What follows belongs to an exercise in optimizing a design on an open flow for small area, a short achievable clock period and few clock cycles per item; a production flow would make more cautious choices. Where RTL was checked, it was by simulation tests only, not by an equivalence proof against the original.

==> module llr_stage1, before the edit <==
module llr_stage1 (
    input  wire turbo_llr_pkg::llr_t a1_i, a2_i, a3_i,
    input  wire turbo_llr_pkg::llr_t sp_i, b2_i,
    input  wire turbo_llr_pkg::llr_t y01_i, y20_i, y21_i, y30_i, y31_i,
    output turbo_llr_pkg::llr_t      m0a_o, m0b_o, m1a_o, m1b_o
);
    localparam int W = 13;
    turbo_llr_pkg::llr_t z10, z11, z20, z30, z21, z31;
    logic signed [W+1:0] d0b, d1b;
    always_comb begin
        z10 = turbo_llr_pkg::llr_sat_add(a1_i, b2_i);
        z11 = turbo_llr_pkg::llr_sat_add(a1_i, sp_i);
        z20 = turbo_llr_pkg::llr_sat_add(a2_i, y20_i);
        z30 = turbo_llr_pkg::llr_sat_add(a3_i, y30_i);
        z21 = turbo_llr_pkg::llr_sat_add(a2_i, y21_i);
        z31 = turbo_llr_pkg::llr_sat_add(a3_i, y31_i);
        d0b = (W+2)'(a2_i) + (W+2)'(y20_i) - (W+2)'(a3_i) - (W+2)'(y30_i);
        d1b = (W+2)'(a2_i) + (W+2)'(y21_i) - (W+2)'(a3_i) - (W+2)'(y31_i);
        m0a_o = turbo_llr_pkg::llr_max('0, z10);
        m1a_o = turbo_llr_pkg::llr_sel(b2_i >= a1_i, y01_i, z11);
        m0b_o = turbo_llr_pkg::llr_sel(d0b >= 0, z20, z30);
        m1b_o = turbo_llr_pkg::llr_sel(d1b >= 0, z21, z31);
    end
endmodule
==> module extrinsic_unit, before the edit <==
module extrinsic_unit (
    input  wire turbo_llr_pkg::llr_t m0a_i,    
    input  wire turbo_llr_pkg::llr_t m0b_i,
    input  wire turbo_llr_pkg::llr_t m1a_i,    
    input  wire turbo_llr_pkg::llr_t m1b_i,
    input  wire logic signed [13:0] k_i,    
    input  wire logic [4-1:0] sys_i,
    output logic signed [13:0] k_o,         
    output logic                     hard_o
);
    localparam int W = 13;
    localparam logic signed [W+1:0] HI = (1 <<< (W - 1)) - 1;
    localparam logic signed [W+1:0] LO = -(1 <<< (W - 1));
    logic                   ge0, ge1;
    logic signed [W:0]      daa, dab, dba, dbb, d;
    turbo_llr_pkg::llr_t    app, c;
    logic signed [W+1:0]    w, u, t, chi, clo, khi, klo;
    logic                   uhi, ulo, thi, tlo;
    always_comb begin
        ge0 = (m0a_i >= m0b_i);
        ge1 = (m1a_i >= m1b_i);
        daa = (W+1)'(m1a_i) - (W+1)'(m0a_i);
        dab = (W+1)'(m1a_i) - (W+1)'(m0b_i);
        dba = (W+1)'(m1b_i) - (W+1)'(m0a_i);
        dbb = (W+1)'(m1b_i) - (W+1)'(m0b_i);
        d = ({(W+1){ ge1 &  ge0}} & daa) | ({(W+1){ ge1 & ~ge0}} & dab)
          | ({(W+1){~ge1 &  ge0}} & dba) | ({(W+1){~ge1 & ~ge0}} & dbb);
        if (d > HI) app = HI[W-1:0];
        else if (d < LO) app = LO[W-1:0];
        else app = d[W-1:0];
        hard_o = (d >= 0);
    end
    always_comb begin
        c   = turbo_llr_pkg::ch2(sys_i);
        w   = (W+2)'(c) - (W+2)'(k_i);
        u   = (W+2)'(app) + w;
        t   = (W+2)'(app) - (W+2)'(k_i);
        chi = HI + (W+2)'(c);
        clo = LO + (W+2)'(c);
        khi = (c >= 0) ? HI : chi;
        klo = (c > 0) ? clo : LO;
        uhi = (u > HI);
        ulo = (u < LO);
        thi = (t > HI);
        tlo = (t < LO);
        k_o = ({(W+1){uhi}} & (W+1)'(khi))
            | ({(W+1){~uhi & ulo}} & (W+1)'(klo))
            | ({(W+1){~uhi & ~ulo & thi}} & (W+1)'(chi))
            | ({(W+1){~uhi & ~ulo & ~thi & tlo}} & (W+1)'(clo))
            | ({(W+1){~uhi & ~ulo & ~thi & ~tlo}} & (W+1)'(u));
    end
endmodule
clock: 20.0 ns
lec_check: 0
abc_area: 1
cap_margin: 20
core_margin: 2
core_utilization: 40
slew_margin: 20
standard.sh (not shown) runs the stock make flow with config.mk's settings and CLKGATE_MAP_FILE= SYNTH_SCRIPT=/design/flow/synth_recipe.tcl, a recipe that flattens the netlist after the stock synthesis.
==> flow/flow/run.sh <==
#!/bin/bash
# The standard layout, with the timing repair asked to leave a setup
# margin so that it also works on paths that already meet the clock
set -euo pipefail
export SETUP_SLACK_MARGIN=13
export SKIP_GATE_CLONING=1
bash standard.sh > standard.log 2>&1
Change:
--- a/flow/design.v
+++ b/flow/design.v
@@ -25,13 +25,10 @@
         end
     endfunction
     function automatic llr_t llr_max(input llr_t a, input llr_t b);
         llr_max = (b > a) ? b : a;
     endfunction
-    function automatic llr_t llr_sel(input logic s, input llr_t a, input llr_t b);
-        llr_sel = ({13{s}} & a) | ({13{~s}} & b);
-    endfunction
     function automatic llr_t ch2(input logic [4-1:0] v);
         ch2 = {{(13-4-1){v[4-1]}}, v, 1'b0};
     endfunction
     function automatic llr_t neg_inf_add(input llr_t x);
         neg_inf_add = x[13-1] ? NEG_INF : {1'b1, x[13-2:0]};
@@ -143,26 +140,15 @@
     input  wire turbo_llr_pkg::llr_t a1_i, a2_i, a3_i,
     input  wire turbo_llr_pkg::llr_t sp_i, b2_i,
     input  wire turbo_llr_pkg::llr_t y01_i, y20_i, y21_i, y30_i, y31_i,
     output turbo_llr_pkg::llr_t      m0a_o, m0b_o, m1a_o, m1b_o
 );
-    localparam int W = 13;
-    turbo_llr_pkg::llr_t z10, z11, z20, z30, z21, z31;
-    logic signed [W+1:0] d0b, d1b;
     always_comb begin
-        z10 = turbo_llr_pkg::llr_sat_add(a1_i, b2_i);
-        z11 = turbo_llr_pkg::llr_sat_add(a1_i, sp_i);
-        z20 = turbo_llr_pkg::llr_sat_add(a2_i, y20_i);
-        z30 = turbo_llr_pkg::llr_sat_add(a3_i, y30_i);
-        z21 = turbo_llr_pkg::llr_sat_add(a2_i, y21_i);
-        z31 = turbo_llr_pkg::llr_sat_add(a3_i, y31_i);
-        d0b = (W+2)'(a2_i) + (W+2)'(y20_i) - (W+2)'(a3_i) - (W+2)'(y30_i);
-        d1b = (W+2)'(a2_i) + (W+2)'(y21_i) - (W+2)'(a3_i) - (W+2)'(y31_i);
-        m0a_o = turbo_llr_pkg::llr_max('0, z10);
-        m1a_o = turbo_llr_pkg::llr_sel(b2_i >= a1_i, y01_i, z11);
-        m0b_o = turbo_llr_pkg::llr_sel(d0b >= 0, z20, z30);
-        m1b_o = turbo_llr_pkg::llr_sel(d1b >= 0, z21, z31);
+        m0a_o = turbo_llr_pkg::llr_max('0, turbo_llr_pkg::llr_sat_add(a1_i, b2_i));
+        m0b_o = turbo_llr_pkg::llr_max(turbo_llr_pkg::llr_sat_add(a2_i, y20_i), turbo_llr_pkg::llr_sat_add(a3_i, y30_i));
+        m1a_o = turbo_llr_pkg::llr_max(y01_i, turbo_llr_pkg::llr_sat_add(a1_i, sp_i));
+        m1b_o = turbo_llr_pkg::llr_max(turbo_llr_pkg::llr_sat_add(a2_i, y21_i), turbo_llr_pkg::llr_sat_add(a3_i, y31_i));
     end
 endmodule
 module siso_maxlog (
     input  wire logic                      clk_p_i,
     input  wire logic                      s0_i,       
@@ -389,47 +375,33 @@
     output logic                     hard_o
 );
     localparam int W = 13;
     localparam logic signed [W+1:0] HI = (1 <<< (W - 1)) - 1;
     localparam logic signed [W+1:0] LO = -(1 <<< (W - 1));
-    logic                   ge0, ge1;
-    logic signed [W:0]      daa, dab, dba, dbb, d;
     turbo_llr_pkg::llr_t    app, c;
     logic signed [W+1:0]    w, u, t, chi, clo, khi, klo;
-    logic                   uhi, ulo, thi, tlo;
+    turbo_llr_pkg::llr_t    best0, best1;
     always_comb begin
-        ge0 = (m0a_i >= m0b_i);
-        ge1 = (m1a_i >= m1b_i);
-        daa = (W+1)'(m1a_i) - (W+1)'(m0a_i);
-        dab = (W+1)'(m1a_i) - (W+1)'(m0b_i);
-        dba = (W+1)'(m1b_i) - (W+1)'(m0a_i);
-        dbb = (W+1)'(m1b_i) - (W+1)'(m0b_i);
-        d = ({(W+1){ ge1 &  ge0}} & daa) | ({(W+1){ ge1 & ~ge0}} & dab)
-          | ({(W+1){~ge1 &  ge0}} & dba) | ({(W+1){~ge1 & ~ge0}} & dbb);
-        if (d > HI) app = HI[W-1:0];
-        else if (d < LO) app = LO[W-1:0];
-        else app = d[W-1:0];
-        hard_o = (d >= 0);
+        best0 = turbo_llr_pkg::llr_max(m0a_i, m0b_i);
+        best1 = turbo_llr_pkg::llr_max(m1a_i, m1b_i);
+        app   = turbo_llr_pkg::llr_sat_sub(best1, best0);
+        hard_o = (best1 >= best0);
     end
     always_comb begin
         c   = turbo_llr_pkg::ch2(sys_i);
         w   = (W+2)'(c) - (W+2)'(k_i);
         u   = (W+2)'(app) + w;
         t   = (W+2)'(app) - (W+2)'(k_i);
         chi = HI + (W+2)'(c);
         clo = LO + (W+2)'(c);
         khi = (c >= 0) ? HI : chi;
         klo = (c > 0) ? clo : LO;
-        uhi = (u > HI);
-        ulo = (u < LO);
-        thi = (t > HI);
-        tlo = (t < LO);
-        k_o = ({(W+1){uhi}} & (W+1)'(khi))
-            | ({(W+1){~uhi & ulo}} & (W+1)'(klo))
-            | ({(W+1){~uhi & ~ulo & thi}} & (W+1)'(chi))
-            | ({(W+1){~uhi & ~ulo & ~thi & tlo}} & (W+1)'(clo))
-            | ({(W+1){~uhi & ~ulo & ~thi & ~tlo}} & (W+1)'(u));
+        if (u > HI) k_o = (W+1)'(khi);
+        else if (u < LO) k_o = (W+1)'(klo);
+        else if (t > HI) k_o = (W+1)'(chi);
+        else if (t < LO) k_o = (W+1)'(clo);
+        else k_o = (W+1)'(u);
     end
 endmodule
 `default_nettype wire
 `timescale 1ns/10ps
 `default_nettype none
What happened: Routed wire length came out lower by a few percent; non-clock buffer count rises by 129; register-to-register slack improves by 190 ps; synthesized area drops by a few percent; sequential share of layout area went down by 0.24 points.
Testbench counts after the change, summed over its fixed seeds: cycles 48,036, items 1,920.
No functional check of the RTL was part of the first run of this note.

## separate check: timing with driven ports
The results above use ideal ports. As a check the final layouts listed here were re-extracted and re-timed, cells and wires unchanged. Step 1 assumes that a clkbuf_16 drives the clock port and a buf_2 every other input. Step 2 times the ports against the registers' clock, not the clock port: input delays grow and output delays shrink by t, the midpoint of the rising clock arrivals with the driver on. Three values: no drivers, after step 1, after step 2; two values: the first two.
run | t (ns) | setup WS [ns] | slew at the worst register clock pin (ns) | worst slew at a driven data input, ns | pins driven straight from the clock port
the first run | 0.779 | 12.919 / 12.919 / 12.919 | 0.07 / 0.07 | 0.06 | 1
the second run | 0.742 | 13.110 / 13.110 / 13.110 | 0.07 / 0.07 | 0.03 | 1
After both steps setup and hold are still met in every run listed.
